Background: an optimization exercise with open tools, aiming at small area. Do not read the settings as production practice. The RTL was checked by simulation tests, not by an equivalence proof against the original design. No activity file was given, so power comes from the tool's default toggle rates.

build 74:
==> flow/design.v (excerpt) <==
module scct_top (
   input  logic              clk,
   input  logic              rst,
   input  logic              wb_cyc_i,
   input  logic              wb_stb_i,
   input  logic              wb_we_i,
   input  logic [ADR_W-1:0]  wb_adr_i,
   input  logic [DAT_W-1:0]  wb_dat_i,
   output logic [DAT_W-1:0]  wb_dat_o,
   output logic              wb_ack_o,
   input  logic [NUM_CH-1:0] pins_i,
   output logic [NUM_CH-1:0] pins_o,
   output logic              irq_o
);
Settings: LEC_CHECK=0, CAP_MARGIN=20, CORE_MARGIN=2, CORE_UTILIZATION=40, CTS_BUF_LIST=sky130_fd_sc_hd__clkbuf_8, PLACE_DENSITY=0.6, SLEW_MARGIN=20; clock period 10.0 ns.
run.sh (not shown) runs the stock make flow with config.mk's settings and CLKGATE_MAP_FILE= SYNTH_SCRIPT=/design/flow/synth_recipe.tcl, a recipe that flattens the netlist after the stock synthesis.
Setup changes, build 74 to build 24
# build 74
export LEC_CHECK = 0
export CAP_MARGIN = 20
export CORE_MARGIN = 2
export CORE_UTILIZATION = 40
export CTS_BUF_LIST = sky130_fd_sc_hd__clkbuf_8
export PLACE_DENSITY = 0.6
export SLEW_MARGIN = 20
create_clock -name core_clock -period 10.0 [get_ports {clk}]
# build 24
export LEC_CHECK = 0
export CAP_MARGIN = 0
export CORE_MARGIN = 2
export CORE_UTILIZATION = 40
export PLACE_DENSITY = 0.6
export SLEW_MARGIN = 0
create_clock -name core_clock -period 10.0 [get_ports {clk}]
==> flow/flow/run.sh (new file) <==
#!/bin/bash
# Own layout flow: the standard.sh with
#  - an area-oriented ABC script in synthesis (flow/synth.tcl, flow/area.abc),
#  - the smallest buffer on every input and output port,
#  - a clock tree without dummy loads, built from clkbuf_8 with larger sink clusters.
# Every tool's output goes to the ORFS logs under orfs/logs; make's own output to flow_make.log.
set -euo pipefail
W=$(pwd)
export BUFFER_PORTS_ARGS="-buffer_cell sky130_fd_sc_hd__buf_1"
export CTS_ARGS="-sink_clustering_enable -repair_clock_nets -dont_use_dummy_load -buf_list sky130_fd_sc_hd__clkbuf_8 -sink_clustering_size 20 -sink_clustering_max_diameter 40"
sed "s#SYNTH_SCRIPT=[^ ]*#SYNTH_SCRIPT=$W/flow/synth.tcl #" standard.sh > own_standard.sh
bash own_standard.sh finish > flow_make.log 2>&1
==> flow/flow/area.abc (new file) <==
strash
&get -n
&fraig -x
&put
dc2
strash
&get -n
&deepsyn -T 20
&put
strash
&get -n
&dch -f
&nf -R 1000 -p -F 8 -A 4 -C 32
&put
==> flow/flow/synth.tcl (new file) <==
# The standard flow's synthesis (synth_recipe.tcl, unchanged) with an area-oriented ABC script
# for the combinational mapping; registers are mapped exactly as in the standard flow's synthesis.
set flowdir [file dirname [file normalize [info script]]]
set ::my_abc_script $flowdir/area.abc
proc abc {args} {
  set i [lsearch -exact $args -script]
  if {$i >= 0} { set args [lreplace $args [expr {$i+1}] [expr {$i+1}] $::my_abc_script] }
  yosys abc {*}$args
}
source [file dirname $flowdir]/synth_recipe.tcl
==> flow/standard.sh (new file) <==
#!/bin/bash
# synth_recipe.tcl (not shown) runs the flow's synth.tcl, then flattens the netlist and writes it again
# the make line also repeats each setting of config.mk as NAME=value (left out here)
make -C /OpenROAD-flow-scripts/flow DESIGN_CONFIG=/design/flow/config.mk WORK_HOME=/design/flow/orfs CLKGATE_MAP_FILE= SYNTH_SCRIPT=/design/flow/synth_recipe.tcl "${@:-finish}"
removed: flow/run.sh
--- outcome ---
- Between build 24 and build 74, proportion of power drawn by the clock network is lower for build 24, build 74 comes in above that.
- | worst setup slack | build 24 vs build 74 | 1.52 ns lower |
- Met2 track demand over resource delta for build 24 relative to build 74: 18 points higher
- Of the two values seen for combinational family with the most area after synthesis, simple AND/OR/NAND/NOR gates was produced by build 74 and compound AO/OA/AOI/OAI gates by build 24.
- Sequential share of layout area: build 24 and build 74 compared, higher one is build 24
- Summary of build 24 over build 74: reg2reg setup slack now sits lower, global-route wire length before repair now sits higher.
Modified inputs, build 2 compared to build 24
# build 24
export LEC_CHECK = 0
export CAP_MARGIN = 0
export CORE_MARGIN = 2
export CORE_UTILIZATION = 40
export PLACE_DENSITY = 0.6
export SLEW_MARGIN = 0
create_clock -name core_clock -period 10.0 [get_ports {clk}]
# build 2
export LEC_CHECK = 0
export CAP_MARGIN = 20
export CORE_MARGIN = 2
export CORE_UTILIZATION = 40
export CTS_BUF_LIST = sky130_fd_sc_hd__clkbuf_4
export PLACE_DENSITY = 0.6
export SLEW_MARGIN = 20
create_clock -name core_clock -period 10.0 [get_ports {clk}]
==> flow/run.sh (new file) <==
#!/bin/bash
# synth_recipe.tcl (not shown) runs the flow's synth.tcl, then flattens the netlist and writes it again
# the make line also repeats each setting of config.mk as NAME=value (left out here)
make -C /OpenROAD-flow-scripts/flow DESIGN_CONFIG=/design/flow/config.mk WORK_HOME=/design/flow/orfs CLKGATE_MAP_FILE= SYNTH_SCRIPT=/design/flow/synth_recipe.tcl finish
removed: flow/flow/run.sh
removed: flow/flow/area.abc
removed: flow/flow/synth.tcl
removed: flow/standard.sh
## What came out
Each of the runs, namely build 24 and build 2, reached the end of the flow and came out clean. Build 2 ended up with in -> reg as its worst setup path category; build 24 ended up with reg -> reg. Sort build 24 and build 2 by clock group share of total power desc -> top: build 2. Of build 24 and build 2, the higher average size of a mapped cell belongs to build 24. Build 2 against build 24: register area share after synthesis lost 5.2 points; multi-input gate share of the layout cell area picked up an extra 4.4 points; largest net degree at the start of global routing picked up an extra 16%; total via count after detailed routing lost about 7.5%. Build 24 vs build 2, beginning of the critical path: pcnt_q[0]$_DFF_PP0_ vs wb_adr_i[0].
Changes in build 21 relative to build 2:
# build 2
export LEC_CHECK = 0
export CAP_MARGIN = 20
export CORE_MARGIN = 2
export CORE_UTILIZATION = 40
export CTS_BUF_LIST = sky130_fd_sc_hd__clkbuf_4
export PLACE_DENSITY = 0.6
export SLEW_MARGIN = 20
create_clock -name core_clock -period 10.0 [get_ports {clk}]
# build 21
export LEC_CHECK = 0
export CAP_MARGIN = 0
export CORE_MARGIN = 2
export CORE_UTILIZATION = 40
export PLACE_DENSITY = 0.6
export SLEW_MARGIN = 0
create_clock -name core_clock -period 10.0 [get_ports {clk}]
==> flow/flow/run.sh (new file) <==
#!/bin/bash
# Own layout flow: the standard.sh with
#  - an area-oriented ABC script in synthesis (flow/synth.tcl, flow/area.abc),
#  - the smallest buffer on every input and output port,
#  - a clock tree without dummy loads, built from clkbuf_8 with larger sink clusters.
# Every tool's output goes to the ORFS logs under orfs/logs; make's own output to flow_make.log.
set -euo pipefail
W=$(pwd)
export BUFFER_PORTS_ARGS="-buffer_cell sky130_fd_sc_hd__buf_1"
export CTS_ARGS="-sink_clustering_enable -repair_clock_nets -dont_use_dummy_load -buf_list sky130_fd_sc_hd__clkbuf_4 -sink_clustering_size 10 -sink_clustering_max_diameter 40"
sed "s#SYNTH_SCRIPT=[^ ]*#SYNTH_SCRIPT=$W/flow/synth.tcl #" standard.sh > own_standard.sh
bash own_standard.sh finish > flow_make.log 2>&1
==> flow/flow/area.abc (new file) <==
strash
&get -n
&fraig -x
&put
dc2
strash
&get -n
&deepsyn -T 20
&put
strash
&get -n
&dch -f
&nf -R 1000 -p -F 8 -A 4 -C 32
&put
==> flow/flow/synth.tcl (new file) <==
# The standard flow's synthesis (synth_recipe.tcl, unchanged) with an area-oriented ABC script
# for the combinational mapping; registers are mapped exactly as in the standard flow's synthesis.
set flowdir [file dirname [file normalize [info script]]]
set ::my_abc_script $flowdir/area.abc
proc abc {args} {
  set i [lsearch -exact $args -script]
  if {$i >= 0} { set args [lreplace $args [expr {$i+1}] [expr {$i+1}] $::my_abc_script] }
  yosys abc {*}$args
}
source [file dirname $flowdir]/synth_recipe.tcl
==> flow/standard.sh (new file) <==
#!/bin/bash
# synth_recipe.tcl (not shown) runs the flow's synth.tcl, then flattens the netlist and writes it again
# the make line also repeats each setting of config.mk as NAME=value (left out here)
make -C /OpenROAD-flow-scripts/flow DESIGN_CONFIG=/design/flow/config.mk WORK_HOME=/design/flow/orfs CLKGATE_MAP_FILE= SYNTH_SCRIPT=/design/flow/synth_recipe.tcl "${@:-finish}"
removed: flow/run.sh
### Flow results
- Going from build 2 to build 21, simple logic cell fraction of the synthesized area dropped 3.6 points, number of vias per cell climbed 1.4, total power climbed about 1.5%, shortest clock period the worst path allows after layout climbed 1.60 ns, transition time at the pin with the least slew margin climbed 0.32 ns.
- Sort build 2 and build 21 by final estimated routing congestion in global placement, descending, and build 21 comes first.
- The higher count of non-CTS buffers in the layout of build 2 and build 21 is in build 21.
- Sort build 2 and build 21 by power per unit of standard cell area, descending, and build 21 comes first.
- In the final reports, the cell area of build 21 is smaller than that of build 2.
- Run comparison: build 21 endpoint of the most critical setup path ctr_q[31]$_DFFE_PP0P_; build 2 endpoint of the most critical setup path pcnt_q[10]$_DFF_PP0_
- Layout-stage area growth over the synthesis result: build 21 lower than build 2
- Peak ir drop on the vdd network grows by more than 10% when moving from build 2 to build 21.

## afterwards: timing with drivers on the ports
The results above use ideal ports. As a check the final layouts listed here were re-extracted and re-timed, cells and wires unchanged. Step 1 sets driving cells, clkbuf_16 on the clock port and buf_2 on the other inputs (assumed; they add their load-dependent delay and slew). Step 2 moves the port delays by t, midway between the first and last clock arrival at a register: inputs arrive t later, outputs are due t later. That takes back most of the time a late clock gives input paths. a / b / c = no drivers / after step 1 / after step 2; a / b = the first two.
run	t, ns	setup slack, ns	latest minus earliest clock arrival (ns)
build 74	0.656	5.043 / 5.060 / 4.404	0.040 / 0.040
build 24	0.658	3.525 / 3.525 / 3.525	0.070 / 0.070
build 2	0.787	5.198 / 5.212 / 4.424	0.057 / 0.057
build 21	0.815	3.600 / 3.600 / 3.600	0.102 / 0.102
After both steps every run listed still meets setup and hold. For build 2, which loses most, drivers alone change the setup slack by +0.014 ns; drivers and shift together by -0.774 ns.
